From an optimization exercise on the open Yosys and OpenROAD flow, aimed at small area; shortcuts taken in it are not production practice.
At most, simulation tests tie the RTL to the original design; equivalence was not proved.
Only the layout flow was run in run 2; the RTL was not checked for function there.
The flow treats the clock pin as an ideal source, which a real chip does not have.
Power and IR drop assume default switching activity.

## flow/config.mk

```make
export PLATFORM = sky130hd
export DESIGN_NAME = dot_entry_top
export DESIGN_NICKNAME = dot_entry_top
export VERILOG_FILES = /design/flow/design.v
export SDC_FILE = /design/flow/constraint.sdc
export NUM_CORES = 4
export LEC_CHECK = 0
export CAP_MARGIN = 20
export CORE_MARGIN = 2
export CORE_UTILIZATION = 65
export SLEW_MARGIN = 20
```

## flow/constraint.sdc

```tcl
create_clock -name core_clock -period 10.0 [get_ports {clk2}]
set_input_delay 2.0000 -clock core_clock [delete_from_list [all_inputs] [get_ports {clk2}]]
set_output_delay 2.0000 -clock core_clock [all_outputs]
set_load 0.01 [all_outputs]
```

## flow/design.v

```verilog
`default_nettype none
package dot_entry_pkg;
	typedef enum logic [2:0] {
		PH_START,
		PH_LOAD_A,
		PH_WAIT_B,
		PH_LOAD_B,
		PH_WAIT_MAC,
		PH_MAC,
		PH_DONE
	} phase_e;
	typedef logic [16-1:0]        word_t;
	typedef logic [4-1:0]         nibble_t;
	typedef logic [$clog2(8)-1:0] elem_idx_t;
	typedef logic [8-1:0]         seg_t;       
endpackage
`default_nettype wire
`timescale 1ns/10ps
`default_nettype none
module hex_display (
	input  dot_entry_pkg::word_t disp_word,
	output dot_entry_pkg::seg_t  seg0,
	output dot_entry_pkg::seg_t  seg1,
	output dot_entry_pkg::seg_t  seg2,
	output dot_entry_pkg::seg_t  seg3
);
	function automatic dot_entry_pkg::seg_t seg_of(dot_entry_pkg::nibble_t nib);
		case (nib)
			4'h0: seg_of = 8'hC0;
			4'h1: seg_of = 8'hF9;
			4'h2: seg_of = 8'hA4;
			4'h3: seg_of = 8'hB0;
			4'h4: seg_of = 8'h99;
			4'h5: seg_of = 8'h92;
			4'h6: seg_of = 8'h82;
			4'h7: seg_of = 8'hF8;
			4'h8: seg_of = 8'h80;
			4'h9: seg_of = 8'h98;
			4'hA: seg_of = 8'h88;
			4'hB: seg_of = 8'h83;
			4'hC: seg_of = 8'hC6;
			4'hD: seg_of = 8'hA1;
			4'hE: seg_of = 8'h86;
			4'hF: seg_of = 8'h8E;
			default: seg_of = 8'hC0;
		endcase
	endfunction
	assign seg0 = seg_of(disp_word[3:0]);       
	assign seg1 = seg_of(disp_word[7:4]);
	assign seg2 = seg_of(disp_word[11:8]);
	assign seg3 = seg_of(disp_word[15:12]);
endmodule
`default_nettype wire
`timescale 1ns/10ps
`default_nettype none
module dot_entry_top (
	input  logic        clk2,
	input  logic        rst,
	input  logic        next_trigger,
	input  logic        key_valid,
	input  logic [3:0]  key_nibble,
	output logic [3:0]  phase_code,
	output logic [7:0]  tracker,
	output logic [7:0]  seg0,
	output logic [7:0]  seg1,
	output logic [7:0]  seg2,
	output logic [7:0]  seg3,
	output logic [15:0] dot_result
);
	logic [1:0]  phase;
	logic [5:0]  cnt;
	logic        hide;         
	logic [15:0] wr;
	logic [15:0] acc;
	logic [15:0] vec [7];
	logic ph_start, ph_a, ph_b, ph_done;
	logic loading, waiting, keyload, advance;
	logic [1:0]  nib;
	logic [3:0]  shown;        
	logic [15:0] wr_nxt;
	logic [15:0] mcand;
	logic [15:0] prod;
	logic [15:0] disp;
	assign ph_start = (phase == 2'd0);
	assign ph_a     = (phase == 2'd1);
	assign ph_b     = (phase == 2'd2);
	assign ph_done  = (phase == 2'd3);
	assign nib      = cnt[1:0];
	assign loading = (ph_a & ~cnt[5]) | (ph_b & cnt[5]);
	assign waiting = (ph_a & cnt[5]) | (ph_b & ~cnt[5]);
	assign keyload = loading & key_valid;
	assign advance = next_trigger & (ph_start | waiting);
	always_comb begin
		for (int j = 0; j < 4; j++)
			shown[j] = ~hide & ((nib == 2'd0) | (j[1:0] < nib));
	end
	always_comb begin
		for (int j = 0; j < 4; j++) begin
			if (j[1:0] == nib)
				wr_nxt[j*4 +: 4] = key_nibble;
			else if (j[1:0] < nib)
				wr_nxt[j*4 +: 4] = wr[j*4 +: 4];
			else if (nib == 2'd0)
				wr_nxt[j*4 +: 4] = vec[0][j*4-4 +: 4];
			else
				wr_nxt[j*4 +: 4] = wr[j*4-4 +: 4];
		end
	end
	always_comb begin
		for (int j = 0; j < 4; j++) begin
			if (nib == 2'd0)
				mcand[j*4 +: 4] = vec[0][j*4 +: 4];
			else if (j[1:0] >= nib)
				mcand[j*4 +: 4] = wr[j*4 +: 4];
			else
				mcand[j*4 +: 4] = 4'h0;
		end
	end
	logic [3:0] mnib;
	assign mnib = key_nibble & {4{keyload & ph_b}};
	logic [15:0] sum;
	logic s0, s1, s2, s3, s4, s5, s6, s7, s8, s9, s10, s11, s12, s13, s14, s15, s16, s17, s18, s19, s20, s21, s22, s23, s24, s25, s26, s27, s28, s29, s30, s31, s32, s33, s34, s35, s36, s37, s38, s39, s40, s41, s42, s43, s44, s45, s46, s47, s48, s49, s50, s51, s52, s53, s54, s55, s56, s57, c0, c1, c2, c3, c4, c5, c6, c7, c8, c9, c10, c11, c12, c13, c14, c15, c16, c17, c18, c19, c20, c21, c22, c23, c24, c25, c26, c27, c28, c29, c30, c31, c32, c33, c34, c35, c36, c37, c38, c39, c40, c41, c42, c43, c44, c45, c46, c47, c48, c49, c50, c51, c52, c53, c54, c55, c56, c57;
	assign s0 = acc[0] ^ (mnib[0] & mcand[0]);
	assign c0 = acc[0] & (mnib[0] & mcand[0]);
	assign s1 = acc[1] ^ (mnib[0] & mcand[1]) ^ (mnib[1] & mcand[0]);
	assign c1 = (acc[1] & (mnib[0] & mcand[1])) | ((mnib[1] & mcand[0]) & (acc[1] ^ (mnib[0] & mcand[1])));
	assign s2 = c0 ^ s1;
	assign c2 = c0 & s1;
	assign s3 = acc[2] ^ (mnib[0] & mcand[2]) ^ (mnib[1] & mcand[1]);
	assign c3 = (acc[2] & (mnib[0] & mcand[2])) | ((mnib[1] & mcand[1]) & (acc[2] ^ (mnib[0] & mcand[2])));
	assign s4 = (mnib[2] & mcand[0]) ^ c1 ^ s3;
	assign c4 = ((mnib[2] & mcand[0]) & c1) | (s3 & ((mnib[2] & mcand[0]) ^ c1));
	assign s5 = c2 ^ s4;
	assign c5 = c2 & s4;
	assign s6 = acc[3] ^ (mnib[0] & mcand[3]) ^ (mnib[1] & mcand[2]);
	assign c6 = (acc[3] & (mnib[0] & mcand[3])) | ((mnib[1] & mcand[2]) & (acc[3] ^ (mnib[0] & mcand[3])));
	assign s7 = (mnib[2] & mcand[1]) ^ (mnib[3] & mcand[0]) ^ c3;
	assign c7 = ((mnib[2] & mcand[1]) & (mnib[3] & mcand[0])) | (c3 & ((mnib[2] & mcand[1]) ^ (mnib[3] & mcand[0])));
	assign s8 = s6 ^ c4 ^ s7;
	assign c8 = (s6 & c4) | (s7 & (s6 ^ c4));
	assign s9 = c5 ^ s8;
	assign c9 = c5 & s8;
	assign s10 = acc[4] ^ (mnib[0] & mcand[4]) ^ (mnib[1] & mcand[3]);
	assign c10 = (acc[4] & (mnib[0] & mcand[4])) | ((mnib[1] & mcand[3]) & (acc[4] ^ (mnib[0] & mcand[4])));
	assign s11 = (mnib[2] & mcand[2]) ^ (mnib[3] & mcand[1]) ^ c6;
	assign c11 = ((mnib[2] & mcand[2]) & (mnib[3] & mcand[1])) | (c6 & ((mnib[2] & mcand[2]) ^ (mnib[3] & mcand[1])));
	assign s12 = s10 ^ c7 ^ s11;
	assign c12 = (s10 & c7) | (s11 & (s10 ^ c7));
	assign s13 = c8 ^ s12 ^ c9;
	assign c13 = (c8 & s12) | (c9 & (c8 ^ s12));
	assign s14 = acc[5] ^ (mnib[0] & mcand[5]) ^ (mnib[1] & mcand[4]);
	assign c14 = (acc[5] & (mnib[0] & mcand[5])) | ((mnib[1] & mcand[4]) & (acc[5] ^ (mnib[0] & mcand[5])));
	assign s15 = (mnib[2] & mcand[3]) ^ (mnib[3] & mcand[2]) ^ c10;
	assign c15 = ((mnib[2] & mcand[3]) & (mnib[3] & mcand[2])) | (c10 & ((mnib[2] & mcand[3]) ^ (mnib[3] & mcand[2])));
	assign s16 = s14 ^ c11 ^ s15;
	assign c16 = (s14 & c11) | (s15 & (s14 ^ c11));
	assign s17 = c12 ^ s16 ^ c13;
	assign c17 = (c12 & s16) | (c13 & (c12 ^ s16));
	assign s18 = acc[6] ^ (mnib[0] & mcand[6]) ^ (mnib[1] & mcand[5]);
	assign c18 = (acc[6] & (mnib[0] & mcand[6])) | ((mnib[1] & mcand[5]) & (acc[6] ^ (mnib[0] & mcand[6])));
	assign s19 = (mnib[2] & mcand[4]) ^ (mnib[3] & mcand[3]) ^ c14;
	assign c19 = ((mnib[2] & mcand[4]) & (mnib[3] & mcand[3])) | (c14 & ((mnib[2] & mcand[4]) ^ (mnib[3] & mcand[3])));
	assign s20 = s18 ^ c15 ^ s19;
	assign c20 = (s18 & c15) | (s19 & (s18 ^ c15));
	assign s21 = c16 ^ s20 ^ c17;
	assign c21 = (c16 & s20) | (c17 & (c16 ^ s20));
	assign s22 = acc[7] ^ (mnib[0] & mcand[7]) ^ (mnib[1] & mcand[6]);
	assign c22 = (acc[7] & (mnib[0] & mcand[7])) | ((mnib[1] & mcand[6]) & (acc[7] ^ (mnib[0] & mcand[7])));
	assign s23 = (mnib[2] & mcand[5]) ^ (mnib[3] & mcand[4]) ^ c18;
	assign c23 = ((mnib[2] & mcand[5]) & (mnib[3] & mcand[4])) | (c18 & ((mnib[2] & mcand[5]) ^ (mnib[3] & mcand[4])));
	assign s24 = s22 ^ c19 ^ s23;
	assign c24 = (s22 & c19) | (s23 & (s22 ^ c19));
	assign s25 = c20 ^ s24 ^ c21;
	assign c25 = (c20 & s24) | (c21 & (c20 ^ s24));
	assign s26 = acc[8] ^ (mnib[0] & mcand[8]) ^ (mnib[1] & mcand[7]);
	assign c26 = (acc[8] & (mnib[0] & mcand[8])) | ((mnib[1] & mcand[7]) & (acc[8] ^ (mnib[0] & mcand[8])));
	assign s27 = (mnib[2] & mcand[6]) ^ (mnib[3] & mcand[5]) ^ c22;
	assign c27 = ((mnib[2] & mcand[6]) & (mnib[3] & mcand[5])) | (c22 & ((mnib[2] & mcand[6]) ^ (mnib[3] & mcand[5])));
	assign s28 = s26 ^ c23 ^ s27;
	assign c28 = (s26 & c23) | (s27 & (s26 ^ c23));
	assign s29 = c24 ^ s28 ^ c25;
	assign c29 = (c24 & s28) | (c25 & (c24 ^ s28));
	assign s30 = acc[9] ^ (mnib[0] & mcand[9]) ^ (mnib[1] & mcand[8]);
	assign c30 = (acc[9] & (mnib[0] & mcand[9])) | ((mnib[1] & mcand[8]) & (acc[9] ^ (mnib[0] & mcand[9])));
	assign s31 = (mnib[2] & mcand[7]) ^ (mnib[3] & mcand[6]) ^ c26;
	assign c31 = ((mnib[2] & mcand[7]) & (mnib[3] & mcand[6])) | (c26 & ((mnib[2] & mcand[7]) ^ (mnib[3] & mcand[6])));
	assign s32 = s30 ^ c27 ^ s31;
	assign c32 = (s30 & c27) | (s31 & (s30 ^ c27));
	assign s33 = c28 ^ s32 ^ c29;
	assign c33 = (c28 & s32) | (c29 & (c28 ^ s32));
	assign s34 = acc[10] ^ (mnib[0] & mcand[10]) ^ (mnib[1] & mcand[9]);
	assign c34 = (acc[10] & (mnib[0] & mcand[10])) | ((mnib[1] & mcand[9]) & (acc[10] ^ (mnib[0] & mcand[10])));
	assign s35 = (mnib[2] & mcand[8]) ^ (mnib[3] & mcand[7]) ^ c30;
	assign c35 = ((mnib[2] & mcand[8]) & (mnib[3] & mcand[7])) | (c30 & ((mnib[2] & mcand[8]) ^ (mnib[3] & mcand[7])));
	assign s36 = s34 ^ c31 ^ s35;
	assign c36 = (s34 & c31) | (s35 & (s34 ^ c31));
	assign s37 = c32 ^ s36 ^ c33;
	assign c37 = (c32 & s36) | (c33 & (c32 ^ s36));
	assign s38 = acc[11] ^ (mnib[0] & mcand[11]) ^ (mnib[1] & mcand[10]);
	assign c38 = (acc[11] & (mnib[0] & mcand[11])) | ((mnib[1] & mcand[10]) & (acc[11] ^ (mnib[0] & mcand[11])));
	assign s39 = (mnib[2] & mcand[9]) ^ (mnib[3] & mcand[8]) ^ c34;
	assign c39 = ((mnib[2] & mcand[9]) & (mnib[3] & mcand[8])) | (c34 & ((mnib[2] & mcand[9]) ^ (mnib[3] & mcand[8])));
	assign s40 = s38 ^ c35 ^ s39;
	assign c40 = (s38 & c35) | (s39 & (s38 ^ c35));
	assign s41 = c36 ^ s40 ^ c37;
	assign c41 = (c36 & s40) | (c37 & (c36 ^ s40));
	assign s42 = acc[12] ^ (mnib[0] & mcand[12]) ^ (mnib[1] & mcand[11]);
	assign c42 = (acc[12] & (mnib[0] & mcand[12])) | ((mnib[1] & mcand[11]) & (acc[12] ^ (mnib[0] & mcand[12])));
	assign s43 = (mnib[2] & mcand[10]) ^ (mnib[3] & mcand[9]) ^ c38;
	assign c43 = ((mnib[2] & mcand[10]) & (mnib[3] & mcand[9])) | (c38 & ((mnib[2] & mcand[10]) ^ (mnib[3] & mcand[9])));
	assign s44 = s42 ^ c39 ^ s43;
	assign c44 = (s42 & c39) | (s43 & (s42 ^ c39));
	assign s45 = c40 ^ s44 ^ c41;
	assign c45 = (c40 & s44) | (c41 & (c40 ^ s44));
	assign s46 = acc[13] ^ (mnib[0] & mcand[13]) ^ (mnib[1] & mcand[12]);
	assign c46 = (acc[13] & (mnib[0] & mcand[13])) | ((mnib[1] & mcand[12]) & (acc[13] ^ (mnib[0] & mcand[13])));
	assign s47 = (mnib[2] & mcand[11]) ^ (mnib[3] & mcand[10]) ^ c42;
	assign c47 = ((mnib[2] & mcand[11]) & (mnib[3] & mcand[10])) | (c42 & ((mnib[2] & mcand[11]) ^ (mnib[3] & mcand[10])));
	assign s48 = s46 ^ c43 ^ s47;
	assign c48 = (s46 & c43) | (s47 & (s46 ^ c43));
	assign s49 = c44 ^ s48 ^ c45;
	assign c49 = (c44 & s48) | (c45 & (c44 ^ s48));
	assign s50 = acc[14] ^ (mnib[0] & mcand[14]) ^ (mnib[1] & mcand[13]);
	assign c50 = (acc[14] & (mnib[0] & mcand[14])) | ((mnib[1] & mcand[13]) & (acc[14] ^ (mnib[0] & mcand[14])));
	assign s51 = (mnib[2] & mcand[12]) ^ (mnib[3] & mcand[11]) ^ c46;
	assign c51 = ((mnib[2] & mcand[12]) & (mnib[3] & mcand[11])) | (c46 & ((mnib[2] & mcand[12]) ^ (mnib[3] & mcand[11])));
	assign s52 = s50 ^ c47 ^ s51;
	assign c52 = (s50 & c47) | (s51 & (s50 ^ c47));
	assign s53 = c48 ^ s52 ^ c49;
	assign c53 = (c48 & s52) | (c49 & (c48 ^ s52));
	assign s54 = acc[15] ^ (mnib[0] & mcand[15]) ^ (mnib[1] & mcand[14]);
	assign s55 = (mnib[2] & mcand[13]) ^ (mnib[3] & mcand[12]) ^ c50;
	assign s56 = s54 ^ c51 ^ s55;
	assign s57 = c52 ^ s56 ^ c53;
	assign sum[0] = s0;
	assign sum[1] = s2;
	assign sum[2] = s5;
	assign sum[3] = s9;
	assign sum[4] = s13;
	assign sum[5] = s17;
	assign sum[6] = s21;
	assign sum[7] = s25;
	assign sum[8] = s29;
	assign sum[9] = s33;
	assign sum[10] = s37;
	assign sum[11] = s41;
	assign sum[12] = s45;
	assign sum[13] = s49;
	assign sum[14] = s53;
	assign sum[15] = s57;
	assign prod = sum;
	always_ff @(posedge clk2 or posedge rst) begin
		if (rst) begin
			phase <= 2'd0;
			cnt   <= '0;
			hide  <= 1'b0;
			wr    <= 16'h172E;
			acc   <= '0;
		end else begin
			if (advance)
				phase <= phase + 2'd1;
			if (keyload)
				cnt <= cnt + 6'd1;
			if (keyload)
				hide <= 1'b0;
			else if (advance & ~ph_b)
				hide <= 1'b1;
			if (keyload)
				wr <= wr_nxt;
			else if (advance & ph_b)
				wr <= acc;
			acc <= prod;
		end
	end
	always_ff @(posedge clk2) begin
		if (keyload & (nib == 2'd0)) begin
			for (int i = 0; i < 6; i++)
				vec[i] <= vec[i+1];
			vec[6] <= wr;
		end
	end
	always_comb begin
		for (int j = 0; j < 4; j++)
			disp[j*4 +: 4] = shown[j] ? wr[j*4 +: 4] : 4'h0;
	end
	assign phase_code = {ph_done, ph_b, ph_a, ph_start};
	assign tracker    = loading ? ~(8'h01 << cnt[4:2]) : 8'hFF;
	assign dot_result = wr;
	hex_display disp_i (
		.disp_word (disp),
		.seg0      (seg0),
		.seg1      (seg1),
		.seg2      (seg2),
		.seg3      (seg3)
	);
endmodule
`default_nettype wire
```

## flow/flow/run.sh

```bash
#!/bin/bash
# Layout flow: the standard synthesis, then the combinational logic
# between the registers and full adders is remapped for area (registers,
# their names and cell types are kept), then the standard layout with
# small port buffers and a clock tree of small buffers.
# Each tool writes its full output to a log file of its own here.
set -euo pipefail
HERE=$(pwd)
FL=$HERE/flow
R=$HERE/orfs/results/sky130hd/dot_entry_top/base
LIB=$FLOW_HOME/platforms/sky130hd/lib/sky130_fd_sc_hd__tt_025C_1v80.lib
ABC_SCRIPT=${ABC_SCRIPT:-"strash;dch -f;map -a"}

# 1. standard synthesis
bash standard.sh synth > synth.log 2>&1
cp $R/1_2_yosys.v $HERE/std_synth.v

# 2. remap the combinational logic
KEEP="sky130_fd_sc_hd__df* sky130_fd_sc_hd__edf* sky130_fd_sc_hd__fa_* sky130_fd_sc_hd__conb_1"
cat > resyn_a.ys <<EOS
read_liberty -ignore_miss_func $LIB
read_verilog $HERE/std_synth.v
hierarchy -top $FLOW_TOP
setattr -mod -set keep_hierarchy 1 $KEEP
flatten
opt_clean -purge
write_json $HERE/flat.json
EOS
yosys -s resyn_a.ys > resyn_a.log 2>&1
# full adders to flip (inputs and outputs inverted) so no inverter sits between two adders
python3 $FL/faflip.py flat.json $FLOW_TOP flip0.txt flip1.txt 2> faflip.log
echo "$ABC_SCRIPT" | tr ';' '\n' > resyn.abc
for k in 0 1; do
SEL=""
for c in $(cat flip$k.txt); do SEL="$SEL $FLOW_TOP/$c"; done
cat > resyn_b$k.ys <<EOS
read_liberty -ignore_miss_func $LIB
read_verilog $HERE/std_synth.v
hierarchy -top $FLOW_TOP
setattr -mod -set keep_hierarchy 1 $KEEP
flatten
# internal wire names go, so the ports keep their drivers without aliases
rename -hide w:* i:* o:* %u %d
opt_clean -purge
$( [ -n "$SEL" ] && echo "techmap -map $FL/faflip.v $SEL" )
chtype -map \$__FAFLIP sky130_fd_sc_hd__fa_1
techmap
opt_expr
opt_clean -purge
abc -liberty $LIB -script $HERE/resyn.abc $(cat $FL/dontuse.txt)
opt_clean -purge
# the cell types abc used lost their modules in flatten: read them back as black boxes
read_liberty -lib -overwrite $LIB
setundef -zero
hilomap -singleton -hicell sky130_fd_sc_hd__conb_1 HI -locell sky130_fd_sc_hd__conb_1 LO
splitnets
opt_clean -purge
insbuf -buf sky130_fd_sc_hd__buf_4 A X
select $FLOW_TOP
tee -o $HERE/resyn_stat$k.txt stat -liberty $LIB
check -assert
write_verilog -noattr -nohex -nodec -selected $HERE/resyn$k.v
EOS
yosys -s resyn_b$k.ys > resyn_b$k.log 2>&1
done
a0=$(grep -m1 "Chip area for module" resyn_stat0.txt | awk '{print $NF}')
a1=$(grep -m1 "Chip area for module" resyn_stat1.txt | awk '{print $NF}')
if python3 -c "import sys; sys.exit(0 if $a0 <= $a1 else 1)"; then k=0; else k=1; fi
echo "remapped areas: $a0 $a1, keeping $k" > resyn_choice.log
cp resyn$k.v $R/1_2_yosys.v
rm -f $R/1_synth.odb $R/1_synth.sdc

# 3. standard layout
bash standard.sh \
  BUFFER_PORTS_ARGS="-buffer_cell sky130_fd_sc_hd__buf_1" \
  CTS_ARGS="-sink_clustering_enable -repair_clock_nets -dont_use_dummy_load -buf_list sky130_fd_sc_hd__clkbuf_4" \
  POST_CTS_TCL=$FL/post_cts.tcl \
  finish > layout.log 2>&1
```

## flow/flow/dontuse.txt

```
-dont_use sky130_fd_sc_hd__lpflow_bleeder_1 -dont_use sky130_fd_sc_hd__lpflow_clkbufkapwr_1 -dont_use sky130_fd_sc_hd__lpflow_clkbufkapwr_16 -dont_use sky130_fd_sc_hd__lpflow_clkbufkapwr_2 -dont_use sky130_fd_sc_hd__lpflow_clkbufkapwr_4 -dont_use sky130_fd_sc_hd__lpflow_clkbufkapwr_8 -dont_use sky130_fd_sc_hd__lpflow_clkinvkapwr_1 -dont_use sky130_fd_sc_hd__lpflow_clkinvkapwr_16 -dont_use sky130_fd_sc_hd__lpflow_clkinvkapwr_2 -dont_use sky130_fd_sc_hd__lpflow_clkinvkapwr_4 -dont_use sky130_fd_sc_hd__lpflow_clkinvkapwr_8 -dont_use sky130_fd_sc_hd__lpflow_decapkapwr_12 -dont_use sky130_fd_sc_hd__lpflow_decapkapwr_3 -dont_use sky130_fd_sc_hd__lpflow_decapkapwr_4 -dont_use sky130_fd_sc_hd__lpflow_decapkapwr_6 -dont_use sky130_fd_sc_hd__lpflow_decapkapwr_8 -dont_use sky130_fd_sc_hd__lpflow_inputiso0n_1 -dont_use sky130_fd_sc_hd__lpflow_inputiso0p_1 -dont_use sky130_fd_sc_hd__lpflow_inputiso1n_1 -dont_use sky130_fd_sc_hd__lpflow_inputiso1p_1 -dont_use sky130_fd_sc_hd__lpflow_inputisolatch_1 -dont_use sky130_fd_sc_hd__lpflow_isobufsrc_1 -dont_use sky130_fd_sc_hd__lpflow_isobufsrc_16 -dont_use sky130_fd_sc_hd__lpflow_isobufsrc_2 -dont_use sky130_fd_sc_hd__lpflow_isobufsrc_4 -dont_use sky130_fd_sc_hd__lpflow_isobufsrc_8 -dont_use sky130_fd_sc_hd__lpflow_isobufsrckapwr_16 -dont_use sky130_fd_sc_hd__lpflow_lsbuf_lh_hl_isowell_tap_1 -dont_use sky130_fd_sc_hd__lpflow_lsbuf_lh_hl_isowell_tap_2 -dont_use sky130_fd_sc_hd__lpflow_lsbuf_lh_hl_isowell_tap_4 -dont_use sky130_fd_sc_hd__lpflow_lsbuf_lh_isowell_4 -dont_use sky130_fd_sc_hd__lpflow_lsbuf_lh_isowell_tap_1 -dont_use sky130_fd_sc_hd__lpflow_lsbuf_lh_isowell_tap_2 -dont_use sky130_fd_sc_hd__lpflow_lsbuf_lh_isowell_tap_4 -dont_use sky130_fd_sc_hd__probe_p_8 -dont_use sky130_fd_sc_hd__probec_p_8 
```

## flow/flow/faflip.py

```python
#!/usr/bin/env python3
"""Choose which full-adder cells to flip (all inputs and outputs inverted,
which leaves the function unchanged) so that fewest inverters sit between
adders. Reads a yosys JSON netlist of the flattened design, writes two lists
of cells to flip (a set and its complement).
Usage: faflip.py flat.json TOP out1 out2"""
import json, sys
d = json.load(open(sys.argv[1]))
mod = d["modules"][sys.argv[2] if len(sys.argv) > 2 else "dot_entry_top"]
cells = mod['cells']
fa = {n: c for n, c in cells.items() if c['type'] == 'sky130_fd_sc_hd__fa_1'}
nots = {}   # output bit -> input bit
for n, c in cells.items():
    if c['type'] == '$_NOT_':
        nots[c['connections']['Y'][0]] = c['connections']['A'][0]
drv = {}    # bit -> (fa name)
for n, c in fa.items():
    for p in ('COUT', 'SUM'):
        drv[c['connections'][p][0]] = n
# edges: (fa_src, fa_dst, parity)
edges = []
for n, c in fa.items():
    for p in ('A', 'B', 'CIN'):
        b = c['connections'][p][0]
        par = 0
        while b in nots:
            b = nots[b]; par ^= 1
        if b in drv:
            edges.append((drv[b], n, par))
flip = {n: 0 for n in fa}
def cost():
    return sum((par ^ flip[s] ^ flip[t]) for s, t, par in edges)
best = cost()
print('edges', len(edges), 'inverted before', best, file=sys.stderr)
improved = True
while improved:
    improved = False
    for n in fa:
        flip[n] ^= 1
        c = cost()
        if c < best:
            best = c; improved = True
        else:
            flip[n] ^= 1
print('inverted after', best, 'flipped', sum(flip.values()), file=sys.stderr)
# the flip set and its complement both leave no inverter between adders;
# write both, the flow keeps whichever maps smaller
open(sys.argv[3], 'w').write(' '.join(n for n in fa if flip[n]) + '\n')
open(sys.argv[4], 'w').write(' '.join(n for n in fa if not flip[n]) + '\n')
```

## flow/flow/faflip.v

```verilog
module \sky130_fd_sc_hd__fa_1 (A, B, CIN, COUT, SUM);
	input A, B, CIN;
	output COUT, SUM;
	wire cn, sn;
	\$__FAFLIP _TECHMAP_REPLACE_ (.A(~A), .B(~B), .CIN(~CIN), .COUT(cn), .SUM(sn));
	assign COUT = ~cn;
	assign SUM = ~sn;
endmodule
```

## flow/flow/post_cts.tcl

```tcl
set n_up 0
foreach inst [get_cells clkbuf_*] {
  if { [get_property $inst ref_name] != "sky130_fd_sc_hd__clkbuf_4" } { continue }
  set out [get_pins -of_objects $inst -filter "direction == output"]
  set net [get_nets -of_objects $out]
  set loads [llength [get_pins -of_objects $net -filter "direction == input"]]
  if { $loads >= 11 } {
    replace_cell $inst sky130_fd_sc_hd__clkbuf_8
    incr n_up
  }
}
puts "post_cts.tcl: upsized $n_up clock buffers"
detailed_placement
check_placement -verbose
```

## flow/standard.sh

```bash
#!/bin/bash
# synth_recipe.tcl (not shown) runs the flow's synth.tcl, then flattens the netlist and writes it again
# the make line also repeats each setting of config.mk as NAME=value (left out here)
make -C /OpenROAD-flow-scripts/flow DESIGN_CONFIG=/design/flow/config.mk WORK_HOME=/design/flow/orfs CLKGATE_MAP_FILE= SYNTH_SCRIPT=/design/flow/synth_recipe.tcl "${@:-finish}"
```

==> flow_summary.json, run 1 <==
{
  "netlist_area_sq_um": 7362,
  "grt_use_met1_pct": 39.47,
  "setup_viol": 0,
  "ioPinCount": 68,
  "grt_pass1_wl_mm": 26.54,
  "numPortBuffers": 63,
  "worstMarginPinSlew_ns": 0.8077,
  "vias": 5155,
  "clock_skew_ns": 0.03577,
  "status": "no timing/DRC/antenna violations",
  "start_util_pct": 67.32,
  "p_leak_uw": 0.002957,
  "final_core_util_pct": 73.24,
  "drive_gt1_share_pct": 5.375,
  "syn_area_per_cell_sq_um": 11.91,
  "first_global_vias": 4986,
  "power_density_nw_per_um2": 260.4,
  "wire_per_inst_um": 19.44,
  "area_growth_pct": 8.787,
  "cp.required_ns": 10.38,
  "finalHoldViolations": 0,
  "grtUsageMet2_pct": 44.21,
  "power.total_uw": 2086,
  "cts_tree": "yes",
  "synth-warning-count": 5,
  "worst_setup_path_start_kind": "primary input",
  "use_met3_pct": 7.355,
  "holdCritPathClass": "register to register",
  "ir_drop_mv": 0.1674,
  "track_usage_pct": 28.46,
  "slew_headroom_pct": 46.15,
  "ant_nets": 0,
  "crit_path_start": "key_valid",
  "core_sq_um": 10940,
  "routed_wirelength_mm": 16.47,
  "viasPerCell": 6.086,
  "drc": 0,
  "crit_fanout": 9,
  "grt_start_max_net_pins": 67,
  "dieWidth_um": 110.4,
  "antenna_found_initial": 0,
  "cap_violations": 0,
  "tns_ns": 0,
  "dieArea_sq_um": 12190,
  "grt_setup_unrepaired": "false",
  "netlist_instances": 618,
  "n_antenna_cell": 0,
  "criticalPathCategory": "primary input to register",
  "hp-start": "vec[2][6]$_DFFE_PP_",
  "r2r-start": "phase[0]$_DFFE_PP0P_",
  "clk_pin_slew_worst_paths_ns": 0.09,
  "die_h_um": 110.4,
  "cts.sinks": 153,
  "clock.fmax_mhz": 110.1,
  "drt_iter0_drc": 797,
  "end_kind": "register",
  "post-route-period-util_pct": 90.84,
  "slew_violations": 0,
  "final_nets": 767,
  "hpwlAfterDp_mm": 11.57,
  "fin_crit_ns": 9.084,
  "drtPass1Iterations": 8,
  "critPathArrivalTime_ns": 9.46,
  "grt_overflow": 0,
  "place.gp.congestion": 0.9324,
  "worstSkewPairLatency_ns": 0.46,
  "hold_ws_ns": 0.3998,
  "busiest_layer": "met2",
  "core.rowCount": 38
}
cell type report:
cell class / count / area, sq um
Fill cell: 747 / 2927
Inverter: 65 / 244.0
Clock buffer: 17 / 171.4
Multi-Input combinational cell: 400 / 2715
Tap cell: 140 / 175.2
Timing Repair Buffer: 72 / 304.0
Sequential cell: 153 / 4399
cell usage in the layout, fill, tap and decap left out, types with 8 or more instances in the layout:
cell	instances
o21ai_0	37
nand3_1	16
fa_1	50
clkinv_1	65
dfrtp_1	33
a22oi_1	13
nand2_1	56
dfstp_2	8
xor2_1	12
buf_4	9
clkbuf_4	10
o22ai_1	14
buf_1	63
nor2_1	130
a21oi_1	27
edfxtp_1	112
power breakdown:
| part | leakage (uW) | switching [uW] | total, uW | internal (uW) |
|---|---|---|---|---|
| registers | 0.00150 | 140 | 971 | 831 |
| clock network | 0.0000963 | 186 | 294 | 108 |
| logic | 0.00136 | 566 | 821 | 255 |
per-layer routing:
metal,up-vias,wire (um)
met5,-,0
met4,0,370
met3,32,1095
met2,269,8193
met1,2527,6807
li1,2327,-
path summary, 6_finish.rpt:
path | endpoint | slack, ns | depth (start not counted)
min reg2reg | vec[1][6]$_DFFE_PP_ | 0.40 | 0
max in group asynchronous | wr[2]$_DFFE_PP1P_ | 7.92 | 3
min in group asynchronous | acc[11]$_DFF_PP0_ | 1.65 | 3
max reg2reg | acc[15]$_DFF_PP0_ | 1.70 | 27
min | vec[1][6]$_DFFE_PP_ | 0.40 | 0
max | acc[15]$_DFF_PP0_ | 0.92 | 24
worst max-delay path, stage by stage:
cell      delay (ns)
buf_1           0.11
nand2_1         0.07
clkinv_1        0.05
nand3_1         0.26
nor2_1          0.22
fa_1            0.47
fa_1            0.41
fa_1            0.48
and3_2          0.23
fa_1            0.38
fa_1            0.42
fa_1            0.39
fa_1            0.42
fa_1            0.40
fa_1            0.43
fa_1            0.41
fa_1            0.41
fa_1            0.40
fa_1            0.40
fa_1            0.39
xor2_1          0.18
xnor2_1         0.19
xor2_1          0.18
xor2_1          0.15
registers in the layout, indices dropped and copies added, names as in the netlist:
register and flops:
acc 16, cnt 6, hide 1, phase 2
vec 112, wr 16
metrics by stage:
stage	worst slack (ns)	std cells	cell area, sq um
2_1_floorplan	0.7357	621	7373
3_3_place_gp	0.6930	830	7838
3_5_place_dp	0.4849	830	7838
5_1_grt	0.6216	847	8009
6_report	0.9161	847	8009
==> inputs of run 2 (changes only) <==
==> flow/design.v (replaced) <==
`default_nettype none
package dot_entry_pkg;
	typedef enum logic [2:0] {
		PH_START,
		PH_LOAD_A,
		PH_WAIT_B,
		PH_LOAD_B,
		PH_WAIT_MAC,
		PH_MAC,
		PH_DONE
	} phase_e;
	typedef logic [16-1:0]        word_t;
	typedef logic [4-1:0]         nibble_t;
	typedef logic [$clog2(8)-1:0] elem_idx_t;
	typedef logic [8-1:0]         seg_t;       
endpackage
`default_nettype wire
`timescale 1ns/10ps
`default_nettype none
module hex_display (
	input  dot_entry_pkg::word_t disp_word,
	output dot_entry_pkg::seg_t  seg0,
	output dot_entry_pkg::seg_t  seg1,
	output dot_entry_pkg::seg_t  seg2,
	output dot_entry_pkg::seg_t  seg3
);
	function automatic dot_entry_pkg::seg_t seg_of(dot_entry_pkg::nibble_t nib);
		case (nib)
			4'h0: seg_of = 8'hC0;
			4'h1: seg_of = 8'hF9;
			4'h2: seg_of = 8'hA4;
			4'h3: seg_of = 8'hB0;
			4'h4: seg_of = 8'h99;
			4'h5: seg_of = 8'h92;
			4'h6: seg_of = 8'h82;
			4'h7: seg_of = 8'hF8;
			4'h8: seg_of = 8'h80;
			4'h9: seg_of = 8'h98;
			4'hA: seg_of = 8'h88;
			4'hB: seg_of = 8'h83;
			4'hC: seg_of = 8'hC6;
			4'hD: seg_of = 8'hA1;
			4'hE: seg_of = 8'h86;
			4'hF: seg_of = 8'h8E;
			default: seg_of = 8'hC0;
		endcase
	endfunction
	assign seg0 = seg_of(disp_word[3:0]);       
	assign seg1 = seg_of(disp_word[7:4]);
	assign seg2 = seg_of(disp_word[11:8]);
	assign seg3 = seg_of(disp_word[15:12]);
endmodule
`default_nettype wire
`timescale 1ns/10ps
`default_nettype none
module dot_entry_top (
	input  logic        clk2,
	input  logic        rst,
	input  logic        next_trigger,
	input  logic        key_valid,
	input  logic [3:0]  key_nibble,
	output logic [3:0]  phase_code,
	output logic [7:0]  tracker,
	output logic [7:0]  seg0,
	output logic [7:0]  seg1,
	output logic [7:0]  seg2,
	output logic [7:0]  seg3,
	output logic [15:0] dot_result
);
	logic [1:0]  phase;
	logic [5:0]  cnt;
	logic        hide;         
	logic [15:0] wr;
	logic [15:0] acc;
	logic [15:0] vec [7];
	logic ph_start, ph_a, ph_b, ph_done;
	logic loading, waiting, keyload, advance;
	logic [1:0]  nib;
	logic [3:0]  shown;        
	logic [15:0] wr_nxt;
	logic [15:0] mcand;
	logic [15:0] prod;
	logic [15:0] disp;
	assign ph_start = (phase == 2'd0);
	assign ph_a     = (phase == 2'd1);
	assign ph_b     = (phase == 2'd2);
	assign ph_done  = (phase == 2'd3);
	assign nib      = cnt[1:0];
	assign loading = (ph_a & ~cnt[5]) | (ph_b & cnt[5]);
	assign waiting = (ph_a & cnt[5]) | (ph_b & ~cnt[5]);
	assign keyload = loading & key_valid;
	assign advance = next_trigger & (ph_start | waiting);
	always_comb begin
		for (int j = 0; j < 4; j++)
			shown[j] = ~hide & ((nib == 2'd0) | (j[1:0] < nib));
	end
	always_comb begin
		for (int j = 0; j < 4; j++) begin
			if (j[1:0] == nib)
				wr_nxt[j*4 +: 4] = key_nibble;
			else if (j[1:0] < nib)
				wr_nxt[j*4 +: 4] = wr[j*4 +: 4];
			else if (nib == 2'd0)
				wr_nxt[j*4 +: 4] = vec[0][j*4-4 +: 4];
			else
				wr_nxt[j*4 +: 4] = wr[j*4-4 +: 4];
		end
	end
	always_comb begin
		for (int j = 0; j < 4; j++) begin
			if (nib == 2'd0)
				mcand[j*4 +: 4] = vec[0][j*4 +: 4];
			else if (j[1:0] >= nib)
				mcand[j*4 +: 4] = wr[j*4 +: 4];
			else
				mcand[j*4 +: 4] = 4'h0;
		end
	end
	logic       mac_en;
	logic       p;
	logic       one0, two0, neg0, one1, two1, neg1;
	logic [15:0] r0, r1;
	assign mac_en = keyload & ph_b;
	assign p      = ((nib == 2'd1) & wr[3]) | ((nib == 2'd2) & wr[7]) | ((nib == 2'd3) & wr[11]);
	assign one0 = mac_en & (key_nibble[0] ^ p);
	assign two0 = mac_en & ((key_nibble[1] & ~key_nibble[0] & ~p) | (~key_nibble[1] & key_nibble[0] & p));
	assign neg0 = mac_en & key_nibble[1] & ~(key_nibble[0] & p);
	assign one1 = mac_en & (key_nibble[2] ^ key_nibble[1]);
	assign two1 = mac_en & ((key_nibble[3] & ~key_nibble[2] & ~key_nibble[1]) | (~key_nibble[3] & key_nibble[2] & key_nibble[1]));
	assign neg1 = mac_en & key_nibble[3] & ~(key_nibble[2] & key_nibble[1]);
	assign r0 = ((mcand & {16{one0}}) | ({mcand[14:0], 1'b0} & {16{two0}})) ^ {16{neg0}};
	assign r1 = ((mcand & {16{one1}}) | ({mcand[14:0], 1'b0} & {16{two1}})) ^ {16{neg1}};
	logic [15:0] sum;
	logic s0, s1, s2, s3, s4, s5, s6, s7, s8, s9, s10, s11, s12, s13, s14, s15, s16, s17, s18, s19, s20, s21, s22, s23, s24, s25, s26, s27, s28, s29, c0, c1, c2, c3, c4, c5, c6, c7, c8, c9, c10, c11, c12, c13, c14, c15, c16, c17, c18, c19, c20, c21, c22, c23, c24, c25, c26, c27, c28, c29;
	assign s0 = acc[0] ^ neg0 ^ r0[0];
	assign c0 = (acc[0] & neg0) | (r0[0] & (acc[0] ^ neg0));
	assign s1 = acc[1] ^ r0[1] ^ c0;
	assign c1 = (acc[1] & r0[1]) | (c0 & (acc[1] ^ r0[1]));
	assign s2 = acc[2] ^ neg1 ^ r0[2];
	assign c2 = (acc[2] & neg1) | (r0[2] & (acc[2] ^ neg1));
	assign s3 = r1[0] ^ s2 ^ c1;
	assign c3 = (r1[0] & s2) | (c1 & (r1[0] ^ s2));
	assign s4 = acc[3] ^ r0[3] ^ r1[1];
	assign c4 = (acc[3] & r0[3]) | (r1[1] & (acc[3] ^ r0[3]));
	assign s5 = c2 ^ s4 ^ c3;
	assign c5 = (c2 & s4) | (c3 & (c2 ^ s4));
	assign s6 = acc[4] ^ r0[4] ^ r1[2];
	assign c6 = (acc[4] & r0[4]) | (r1[2] & (acc[4] ^ r0[4]));
	assign s7 = c4 ^ s6 ^ c5;
	assign c7 = (c4 & s6) | (c5 & (c4 ^ s6));
	assign s8 = acc[5] ^ r0[5] ^ r1[3];
	assign c8 = (acc[5] & r0[5]) | (r1[3] & (acc[5] ^ r0[5]));
	assign s9 = c6 ^ s8 ^ c7;
	assign c9 = (c6 & s8) | (c7 & (c6 ^ s8));
	assign s10 = acc[6] ^ r0[6] ^ r1[4];
	assign c10 = (acc[6] & r0[6]) | (r1[4] & (acc[6] ^ r0[6]));
	assign s11 = c8 ^ s10 ^ c9;
	assign c11 = (c8 & s10) | (c9 & (c8 ^ s10));
	assign s12 = acc[7] ^ r0[7] ^ r1[5];
	assign c12 = (acc[7] & r0[7]) | (r1[5] & (acc[7] ^ r0[7]));
	assign s13 = c10 ^ s12 ^ c11;
	assign c13 = (c10 & s12) | (c11 & (c10 ^ s12));
	assign s14 = acc[8] ^ r0[8] ^ r1[6];
	assign c14 = (acc[8] & r0[8]) | (r1[6] & (acc[8] ^ r0[8]));
	assign s15 = c12 ^ s14 ^ c13;
	assign c15 = (c12 & s14) | (c13 & (c12 ^ s14));
	assign s16 = acc[9] ^ r0[9] ^ r1[7];
	assign c16 = (acc[9] & r0[9]) | (r1[7] & (acc[9] ^ r0[9]));
	assign s17 = c14 ^ s16 ^ c15;
	assign c17 = (c14 & s16) | (c15 & (c14 ^ s16));
	assign s18 = acc[10] ^ r0[10] ^ r1[8];
	assign c18 = (acc[10] & r0[10]) | (r1[8] & (acc[10] ^ r0[10]));
	assign s19 = c16 ^ s18 ^ c17;
	assign c19 = (c16 & s18) | (c17 & (c16 ^ s18));
	assign s20 = acc[11] ^ r0[11] ^ r1[9];
	assign c20 = (acc[11] & r0[11]) | (r1[9] & (acc[11] ^ r0[11]));
	assign s21 = c18 ^ s20 ^ c19;
	assign c21 = (c18 & s20) | (c19 & (c18 ^ s20));
	assign s22 = acc[12] ^ r0[12] ^ r1[10];
	assign c22 = (acc[12] & r0[12]) | (r1[10] & (acc[12] ^ r0[12]));
	assign s23 = c20 ^ s22 ^ c21;
	assign c23 = (c20 & s22) | (c21 & (c20 ^ s22));
	assign s24 = acc[13] ^ r0[13] ^ r1[11];
	assign c24 = (acc[13] & r0[13]) | (r1[11] & (acc[13] ^ r0[13]));
	assign s25 = c22 ^ s24 ^ c23;
	assign c25 = (c22 & s24) | (c23 & (c22 ^ s24));
	assign s26 = acc[14] ^ r0[14] ^ r1[12];
	assign c26 = (acc[14] & r0[14]) | (r1[12] & (acc[14] ^ r0[14]));
	assign s27 = c24 ^ s26 ^ c25;
	assign c27 = (c24 & s26) | (c25 & (c24 ^ s26));
	assign s28 = acc[15] ^ r0[15] ^ r1[13];
	assign s29 = c26 ^ s28 ^ c27;
	assign sum[0] = s0;
	assign sum[1] = s1;
	assign sum[2] = s3;
	assign sum[3] = s5;
	assign sum[4] = s7;
	assign sum[5] = s9;
	assign sum[6] = s11;
	assign sum[7] = s13;
	assign sum[8] = s15;
	assign sum[9] = s17;
	assign sum[10] = s19;
	assign sum[11] = s21;
	assign sum[12] = s23;
	assign sum[13] = s25;
	assign sum[14] = s27;
	assign sum[15] = s29;
	assign prod = sum;
	always_ff @(posedge clk2 or posedge rst) begin
		if (rst) begin
			phase <= 2'd0;
			cnt   <= '0;
			hide  <= 1'b0;
			wr    <= 16'h172E;
			acc   <= '0;
		end else begin
			if (advance)
				phase <= phase + 2'd1;
			if (keyload)
				cnt <= cnt + 6'd1;
			if (keyload)
				hide <= 1'b0;
			else if (advance & ~ph_b)
				hide <= 1'b1;
			if (keyload)
				wr <= wr_nxt;
			else if (advance & ph_b)
				wr <= acc;
			acc <= prod;
		end
	end
	always_ff @(posedge clk2) begin
		if (keyload & (nib == 2'd0)) begin
			for (int i = 0; i < 6; i++)
				vec[i] <= vec[i+1];
			vec[6] <= wr;
		end
	end
	always_comb begin
		for (int j = 0; j < 4; j++)
			disp[j*4 +: 4] = shown[j] ? wr[j*4 +: 4] : 4'h0;
	end
	assign phase_code = {ph_done, ph_b, ph_a, ph_start};
	assign tracker    = loading ? ~(8'h01 << cnt[4:2]) : 8'hFF;
	assign dot_result = wr;
	hex_display disp_i (
		.disp_word (disp),
		.seg0      (seg0),
		.seg1      (seg1),
		.seg2      (seg2),
		.seg3      (seg3)
	);
endmodule
`default_nettype wire
--- a/flow/flow/run.sh
+++ b/flow/flow/run.sh
@@ -10,5 +10,5 @@
 R=$HERE/orfs/results/sky130hd/dot_entry_top/base
 LIB=$FLOW_HOME/platforms/sky130hd/lib/sky130_fd_sc_hd__tt_025C_1v80.lib
-ABC_SCRIPT=${ABC_SCRIPT:-"strash;dch -f;map -a"}
+ABC_SCRIPT=${ABC_SCRIPT:-"strash;&get -n;&deepsyn -T 60;&put;dch -f;amap"}
 
 # 1. standard synthesis
@@ -62,6 +62,7 @@
 write_verilog -noattr -nohex -nodec -selected $HERE/resyn$k.v
 EOS
-yosys -s resyn_b$k.ys > resyn_b$k.log 2>&1
+yosys -s resyn_b$k.ys > resyn_b$k.log 2>&1 &
 done
+wait
 a0=$(grep -m1 "Chip area for module" resyn_stat0.txt | awk '{print $NF}')
 a1=$(grep -m1 "Chip area for module" resyn_stat1.txt | awk '{print $NF}')
==> flow_summary.json, run 2 <==
{
  "track_usage_pct": 32.18,
  "place_ws_ns": 0.4349,
  "rr_endpoint": "acc[15]$_DFF_PP0_",
  "syn_area_per_cell_sq_um": 12.50,
  "rrSetupSlack_ns": 1.07,
  "finalHoldViolations": 0,
  "antenna_found_initial": 0,
  "clock.fmax_mhz": 108.4,
  "hold_end": "vec[5][13]$_DFFE_PP_",
  "numPortBuffers": 63,
  "drive_gt1_share_pct": 6.327,
  "vias": 5128,
  "clockPowerShare_pct": 11.8,
  "slew_headroom_pct": 44.05,
  "cts.sinks": 153,
  "cap_violations": 0,
  "status": "no timing/DRC/antenna violations",
  "p_sw_uw": 1065,
  "grt_overflow": 0,
  "worstSkewPairLatency_ns": 0.45,
  "pwr-share-comb_pct": 46.9,
  "p_leak_uw": 0.002570,
  "ioPinCount": 68,
  "dieWidth_um": 107.1,
  "crit_fanout": 6,
  "final_area_sq_um": 7595,
  "grt_setup_unrepaired": "false",
  "place.gp.congestion": 0.9708,
  "critPathArrivalTime_ns": 9.59,
  "r2r_cells": 24,
  "netlist_instances": 553,
  "layout_common_cells": "edfxtp_1 (112), nor2_1 (78), buf_1 (63), clkinv_1 (56), o22ai_1 (40)",
  "die_h_um": 107.1,
  "hp-start": "vec[6][13]$_DFFE_PP_",
  "dieArea_sq_um": 11480,
  "ir_drop_mv": 0.2135,
  "fin_crit_ns": 9.226,
  "p_int_uw": 1351,
  "final_core_util_pct": 73.57,
  "holdCritPathClass": "register to register",
  "first_global_vias": 4912,
  "grt_start_max_net_pins": 61,
  "mostFrequentLayoutCell": "edfxtp_1",
  "criticalPathCategory": "primary input to register",
  "cts_tree": "yes",
  "swShare_pct": 44.07,
  "largestRegisters": "vec: 112 flops, acc: 16 flops, wr: 16 flops",
  "post-route-period-util_pct": 92.26,
  "worstHoldPathCells": 0,
  "wire_per_inst_um": 21.47,
  "area_growth_pct": 9.844,
  "worst_setup_path_start_kind": "primary input",
  "netlist_area_sq_um": 6914,
  "core_sq_um": 10320,
  "setup_viol": 0,
  "start_util_pct": 66.97,
  "grt_pass1_wl_mm": 26.84,
  "clock_skew_ns": 0.03585,
  "drc": 0,
  "largest_reg_flops": 112,
  "tns_ns": 0,
  "worstMarginPinSlew_ns": 0.8393,
  "seqPwrFrac_pct": 41.3,
  "ant_nets": 0,
  "final_nets": 685,
  "regMostFlops": "vec",
  "cp.required_ns": 10.36,
  "r2r-start": "cnt[0]$_DFFE_PP0N_",
  "drt_iter0_drc": 561,
  "slew_violations": 0,
  "placed_area_sq_um": 7430,
  "post-route-worst-setup-slack_ns": 0.7737,
  "core.rowCount": 37,
  "power_density_nw_per_um2": 318.1,
  "drtPass1Iterations": 6,
  "viasPerCell": 6.541,
  "end_kind": "register",
  "hpwlAfterDp_mm": 11.87,
  "clk_pin_slew_worst_paths_ns": 0.10,
  "routed_wirelength_mm": 16.83,
  "n_antenna_cell": 0,
  "synth-warning-count": 5
}
==> run 2: layout make-up <==
cell class                 count  area, sq um
multi-input combinational    344         2301
timing repair buffer          78        349.1
sequential                   153         4399
inverter                      56        210.2
fill                         697         2729
clock buffer                  17        165.2
tap                          136        170.2
==> run 2: how the worst max path moves through the flow <==
stage	start	endpoint	slack, ns	cells past startpoint
6_report	key_nibble[0]	acc[15]$_DFF_PP0_	0.77	23
5_1_grt	key_nibble[0]	acc[15]$_DFF_PP0_	0.40	23
3_5_place_dp	key_nibble[0]	acc[15]$_DFF_PP0_	0.43	24
3_3_place_gp	key_nibble[0]	acc[15]$_DFF_PP0_	0.58	24
2_1_floorplan	key_nibble[0]	acc[15]$_DFF_PP0_	0.95	23
==> run 2: metal layers <==
layer  global-route usage (%)  wire, um  up-vias
li1                         -         -     2269
met1                    45.12      6477     2450
met2                    49.37      8084      366
met3                    7.477      1831       43
met4                    13.08       439        0
met5                        0         0        -
==> run 2: through the flow <==
stage	hold slack, ns	std cells	power (uW)
after floorplan	0.4003	556	1723
after global placement	0.4006	767	2046
after detailed placement	0.4045	767	2107
after global routing	0.4082	784	2599
final	0.4069	784	2416
==> run 2: power groups by stage <==
stage | Sequential, uW | Clock (uW) | Combinational [uW]
2_1_floorplan | 959 | 0 | 764
3_3_place_gp | 994 | 0 | 1050
3_5_place_dp | 1000 | 0 | 1100
5_1_grt | 1010 | 313 | 1270
6_report | 997 | 285 | 1130
==> run 2: critical path: stages <==
cell and delay, ns:
buf_1 0.19, clkinv_1 0.20, nand2_1 0.18, o21ai_0 0.13, or3_1 0.37, o221ai_1 0.26, fa_1 0.49, fa_1 0.43
fa_1 0.40, fa_1 0.40, fa_1 0.39, fa_1 0.38, fa_1 0.39, fa_1 0.39, fa_1 0.41, fa_1 0.40
fa_1 0.39, fa_1 0.42, fa_1 0.42, fa_1 0.43, a21oi_1 0.25, nor2_1 0.10, a21oi_1 0.17
==> inputs of run 3 (changes only) <==
--- a/flow/design.v
+++ b/flow/design.v
@@ -70,5 +70,4 @@
 	logic [1:0]  phase;
 	logic [5:0]  cnt;
-	logic        hide;         
 	logic [15:0] wr;
 	logic [15:0] acc;
@@ -76,4 +75,5 @@
 	logic ph_start, ph_a, ph_b, ph_done;
 	logic loading, waiting, keyload, advance;
+	logic hide;               
 	logic [1:0]  nib;
 	logic [3:0]  shown;        
@@ -91,4 +91,5 @@
 	assign keyload = loading & key_valid;
 	assign advance = next_trigger & (ph_start | waiting);
+	assign hide    = loading & (cnt[4:0] == 5'd0);
 	always_comb begin
 		for (int j = 0; j < 4; j++)
@@ -212,5 +213,4 @@
 			phase <= 2'd0;
 			cnt   <= '0;
-			hide  <= 1'b0;
 			wr    <= 16'h172E;
 			acc   <= '0;
@@ -220,8 +220,4 @@
 			if (keyload)
 				cnt <= cnt + 6'd1;
-			if (keyload)
-				hide <= 1'b0;
-			else if (advance & ~ph_b)
-				hide <= 1'b1;
 			if (keyload)
 				wr <= wr_nxt;
==> flow_summary.json, run 3 <==
{
  "status": "no timing/DRC/antenna violations",
  "ant_nets": 0,
  "cp_common_cell": "fa_1",
  "holdCritPathClass": "register to register",
  "final_nets": 669,
  "drc": 0,
  "numPortBuffers": 63,
  "layout_common_cells": "edfxtp_1 (112), nor2_1 (69), clkinv_1 (65), buf_1 (63), o22ai_1 (39)",
  "finalHoldViolations": 0,
  "dieWidth_um": 106.6,
  "hold_ws_ns": 0.3952,
  "grt_overflow": 0,
  "track_usage_pct": 28.51,
  "hp-start": "vec[1][8]$_DFFE_PP_",
  "final_core_util_pct": 72.85,
  "mostFrequentLayoutCell": "edfxtp_1",
  "cts.sinks": 152,
  "synth-warning-count": 5,
  "post-route-period-util_pct": 93.00,
  "largest_reg_flops": 112,
  "rr_endpoint": "acc[15]$_DFF_PP0_",
  "criticalPathCategory": "primary input to register",
  "syn_area_per_cell_sq_um": 12.65,
  "critical-path-top-delay-family": "adder cells",
  "drt_iter0_drc": 466,
  "worst_setup_path_start_kind": "primary input",
  "antenna_found_initial": 0,
  "ioPinCount": 68,
  "dieArea_sq_um": 11360,
  "clock_skew_ns": 0.03247,
  "grt_setup_unrepaired": "false",
  "largestRegisters": "vec: 112 flops, acc: 16 flops, wr: 16 flops",
  "grt_pass1_wl_mm": 24.09,
  "drive_gt1_share_pct": 5.854,
  "max_stage_delay_ns": 0.48,
  "cts_tree": "yes",
  "place.gp.congestion": 0.9678,
  "n_antenna_cell": 0,
  "slew_headroom_pct": 37.76,
  "core_sq_um": 10280,
  "core.rowCount": 37,
  "viasPerCell": 6.473,
  "netlist_area_sq_um": 6843,
  "area_growth_pct": 9.417,
  "ir_drop_mv": 0.2032,
  "r2r-start": "cnt[1]$_DFFE_PP0N_",
  "post-route-worst-setup-slack_ns": 0.6997,
  "grt_start_max_net_pins": 61,
  "worstSkewPairLatency_ns": 0.42,
  "hold_end": "vec[0][8]$_DFFE_PP_",
  "wire_per_inst_um": 19.75,
  "crit_slowest_cell": "fa_1",
  "end_kind": "register",
  "start_util_pct": 66.58,
  "routed_wirelength_mm": 15.17,
  "hpwlAfterDp_mm": 10.73,
  "place_ws_ns": 0.2938,
  "p_leak_uw": 0.002495,
  "setup_viol": 0,
  "cp.required_ns": 10.35,
  "die_h_um": 106.6,
  "vias": 4971,
  "netlist_instances": 541,
  "critPathArrivalTime_ns": 9.65,
  "tns_ns": 0,
  "crit_buf_inv": 4,
  "clock.fmax_mhz": 107.5,
  "drtPass1Iterations": 6,
  "cap_violations": 0,
  "clk_pin_slew_worst_paths_ns": 0.11,
  "crit_fanout": 8,
  "worstMarginPinSlew_ns": 0.9302,
  "power_density_nw_per_um2": 290.6,
  "rrSetupSlack_ns": 1.22,
  "worstHoldPathCells": 0,
  "first_global_vias": 4783,
  "slew_violations": 0,
  "regMostFlops": "vec",
  "r2r_cells": 28,
  "fin_crit_ns": 9.300
}
==> run 3: changes by cell type in the layout (fill, tap and decap cells not counted), sizes merged, moves of 3 or more <==
cell | before | now
or3 | 12 | 9
nand2 | 33 | 30
a211oi | 2 | 6
clkinv | 56 | 65
o211ai | 5 | 2
a21oi | 25 | 20
o221ai | 21 | 27
nor2 | 79 | 70
a221o | 4 | 1
buf | 78 | 74
==> run 3: stage by stage <==
step           cell area, sq um  total power (uW)  cells
3_3_place_gp               7328              1848    751
5_1_grt                    7487              2346    768
6_report                   7487              2175    768
3_5_place_dp               7328              1891    751
2_1_floorplan              6854              1575    544
==> run 3: worst max path at each step <==
stage / start / end / cells past startpoint
6_report: key_nibble[1] / acc[15]$_DFF_PP0_ / 26
5_1_grt: key_nibble[1] / acc[15]$_DFF_PP0_ / 27
3_5_place_dp: key_nibble[1] / acc[15]$_DFF_PP0_ / 27
3_3_place_gp: key_nibble[1] / acc[15]$_DFF_PP0_ / 27
2_1_floorplan: key_valid / acc[15]$_DFF_PP0_ / 22
==> run 3: worst register-to-register path: cells and delay by family, from the launching register on <==
| kind | cells | cell delay [ns] |
|---|---|---|
| adders and majority gates | 14 | 5.69 |
| DFF | 1 | 0.51 |
| and+or+nand+nor | 6 | 0.81 |
| AOI/OAI and AO/OA | 5 | 1.34 |
| buffers and inverters | 3 | 0.38 |
==> run 3: report_power, final <==
part	internal (uW)	total (uW)	switching, uW
clock network	100	278	178
registers	782	911	129
logic	374	986	612
total	1260	2180	919
==> run 3: area by class of cell <==
class                           count  area [sq um]
Timing Repair Buffer               74         319.1
Fill cell                         720          2790
Clock buffer                       17         158.9
Sequential cell                   152          4374
Tap cell                          136         170.2
Multi-Input combinational cell    324          2221
Inverter                           65         244.0
==> run 3: layer usage <==
metal	global-route usage, %	up-vias	share of wire (%)
met2	42.40	293	47
met3	8.693	37	9.1
met4	11.04	0	2.4
li1	-	2239	-
met5	0	-	0
met1	40.24	2402	41
==> inputs of run 4 (changes only) <==
--- a/flow/config.mk
+++ b/flow/config.mk
@@ -6,6 +6,7 @@
 export NUM_CORES = 4
 export LEC_CHECK = 0
-export CAP_MARGIN = 20
+export CAP_MARGIN = 10
 export CORE_MARGIN = 2
 export CORE_UTILIZATION = 65
-export SLEW_MARGIN = 20
+export GPL_TIMING_DRIVEN = 0
+export SLEW_MARGIN = 10
==> flow_summary.json, run 4 <==
{
  "rrSetupSlack_ns": 0.85,
  "dp.cells": 746,
  "numPortBuffers": 63,
  "status": "no timing/DRC/antenna violations",
  "dieArea_sq_um": 11360,
  "regMostFlops": "vec",
  "largest_reg_flops": 112,
  "worstSkewPairLatency_ns": 0.44,
  "drtPass1Iterations": 6,
  "r2r_cells": 24,
  "tns_ns": 0,
  "route.met3.wl_mm": 1.442,
  "nFillCells": 700,
  "rr_endpoint": "acc[15]$_DFF_PP0_",
  "m1WireLength_mm": 6.261,
  "slew_violations": 0,
  "clk_pin_slew_worst_paths_ns": 0.10,
  "wire_per_inst_um": 19.94,
  "end_kind": "register",
  "r2r-start": "cnt[0]$_DFFE_PP0N_",
  "netlist_instances": 541,
  "grt_start_max_net_pins": 41,
  "final_nets": 664,
  "setup_viol": 0,
  "crit_path_start": "key_valid",
  "slew_headroom_pct": 26.35,
  "swShare_pct": 42.32,
  "largestRegisters": "vec: 112 flops, acc: 16 flops, wr: 16 flops",
  "hpwlAfterDp_mm": 10.30,
  "cts_tree": "yes",
  "netlist_area_sq_um": 6843,
  "hp-start": "vec[2][14]$_DFFE_PP_",
  "cp.required_ns": 10.37,
  "finalNonFillerCells": 763,
  "worst_setup_path_start_kind": "primary input",
  "p_int_uw": 1252,
  "seqPwrFrac_pct": 41.9,
  "mostFrequentLayoutCell": "edfxtp_1",
  "grt_setup_unrepaired": "false",
  "core.rowCount": 37,
  "die_h_um": 106.6,
  "drt_iter0_drc": 466,
  "crit_fanout": 12,
  "multiInputGateArea_sq_um": 2231,
  "final_area_sq_um": 7505,
  "post-route-worst-setup-slack_ns": 0.3123,
  "place_ws_ns": -0.2272,
  "syn_area_per_cell_sq_um": 12.65,
  "antenna_found_initial": 0,
  "grt_overflow": 0,
  "track_usage_pct": 27.99,
  "drc": 0,
  "clock_skew_ns": 0.03150,
  "finalHoldViolations": 0,
  "ioPinCount": 68,
  "fin_crit_ns": 9.688,
  "ant_nets": 0,
  "hold_end": "vec[1][14]$_DFFE_PP_",
  "core_sq_um": 10280,
  "wl_met2_mm": 7.201,
  "power_density_nw_per_um2": 289.3,
  "p_sw_uw": 918.7,
  "worstHoldPathCells": 0,
  "placed_area_sq_um": 7335,
  "holdCritPathClass": "register to register",
  "start_util_pct": 66.58,
  "seq_area_sq_um": 4374,
  "routed_wirelength_mm": 15.21,
  "cts.sinks": 152,
  "criticalPathCategory": "primary input to register",
  "p_leak_uw": 0.002485,
  "dr.max_layer_used": "met4",
  "clock.fmax_mhz": 103.2,
  "area_growth_pct": 9.673,
  "ir_drop_mv": 0.2170,
  "vias": 5022,
  "n_antenna_cell": 0,
  "post-route-period-util_pct": 96.88,
  "place.gp.congestion": 0.9127,
  "pwr-share-comb_pct": 44.9,
  "first_global_vias": 4706,
  "clockPowerShare_pct": 13.2,
  "drive_gt1_share_pct": 5.901,
  "hold_ws_ns": 0.3856,
  "viasPerCell": 6.582,
  "dieWidth_um": 106.6,
  "worstMarginPinSlew_ns": 1.101,
  "synth-warning-count": 5,
  "grt_pass1_wl_mm": 23.72,
  "layout_common_cells": "edfxtp_1 (112), nor2_1 (68), clkinv_1 (63), buf_1 (63), o22ai_1 (39)",
  "cap_violations": 0,
  "critPathArrivalTime_ns": 10.05
}
run 4: cell type report:
type | instances | area share, %
plain buffers | 3 | 0.3001
clock buffers | 17 | 2.201
inverters | 65 | 3.268
multi-input cells | 324 | 29.73
flip-flops and latches | 152 | 58.29
well taps | 136 | 2.267
repair buffers | 66 | 3.951
run 4: worst max-delay path: stages:
cell      delay [ns]
buf_1           0.13
nand3_1         0.39
nor3_2          0.82
clkinv_1        0.28
o21ai_0         0.31
fa_1            0.49
fa_1            0.43
fa_1            0.40
fa_1            0.41
fa_1            0.40
fa_1            0.40
fa_1            0.40
fa_1            0.39
fa_1            0.38
fa_1            0.41
fa_1            0.40
fa_1            0.40
fa_1            0.40
fa_1            0.41
a21oi_1         0.21
nor2_1          0.07
a21oi_1         0.12
run 4: worst max-delay path by stage:
stage | end | slack (ns) | cells after the start
after global placement | wr[0]$_DFFE_PP0P_ | -0.66 | 5
after global routing | acc[15]$_DFF_PP0_ | 0.02 | 24
final | acc[15]$_DFF_PP0_ | 0.31 | 22
after detailed placement | acc[15]$_DFF_PP0_ | -0.23 | 27
after floorplan | acc[15]$_DFF_PP0_ | 0.80 | 22
run 4: metal layers:
metal	vias up	GRT usage (%)
met5	-	0
met4	0	11.50
met3	39	8.085
met2	364	42.08
met1	2403	39.09
li1	2216	-
run 4: through the flow:
| stage | total power [uW] | utilization (%) |
|---|---|---|
| finish | 2171 | 73.02 |
| global route | 2335 | 73.02 |
| detailed placement | 1880 | 71.37 |
| global placement | 1812 | 70.65 |
| floorplan | 1575 | - |
run 4: power by group through the flow:
stage | clock network (uW) | registers [uW] | logic (uW)
final | 287 | 910 | 974
after global routing | 315 | 923 | 1100
after detailed placement | 0 | 916 | 964
after global placement | 0 | 912 | 900
after floorplan | 0 | 894 | 681

==> separate check: timing with driven ports <==
The flow's constraints put no driver on any port. The routed layouts listed below were extracted and timed again, unchanged, in two steps. Step 1 sets driving cells, clkbuf_16 on the clock port and buf_2 on the other inputs (assumed; they add their load-dependent delay and slew). Step 2 moves the port delays by t, midway between the first and last clock arrival at a register: inputs arrive t later, outputs are due t later. That takes back most of the time a late clock gives input paths. Slacks: ideal ports / drivers / drivers and shift; pairs: ideal ports / drivers.
run	shift t [ns]	setup WS [ns]	latest minus earliest clock arrival (ns)	pins driven straight from the clock port
run 1	0.477	0.916 / 0.929 / 0.452	0.038 / 0.037	1
run 2	0.463	0.774 / 0.786 / 0.324	0.038 / 0.037	1
run 3	0.443	0.700 / 0.715 / 0.272	0.036 / 0.036	1
run 4	0.456	0.312 / 0.326 / -0.130	0.033 / 0.033	1
Met with ideal ports but missed after step 2: setup timing in run 4. For run 1, which loses most, drivers alone change the setup slack by +0.013 ns; drivers and shift together by -0.464 ns.
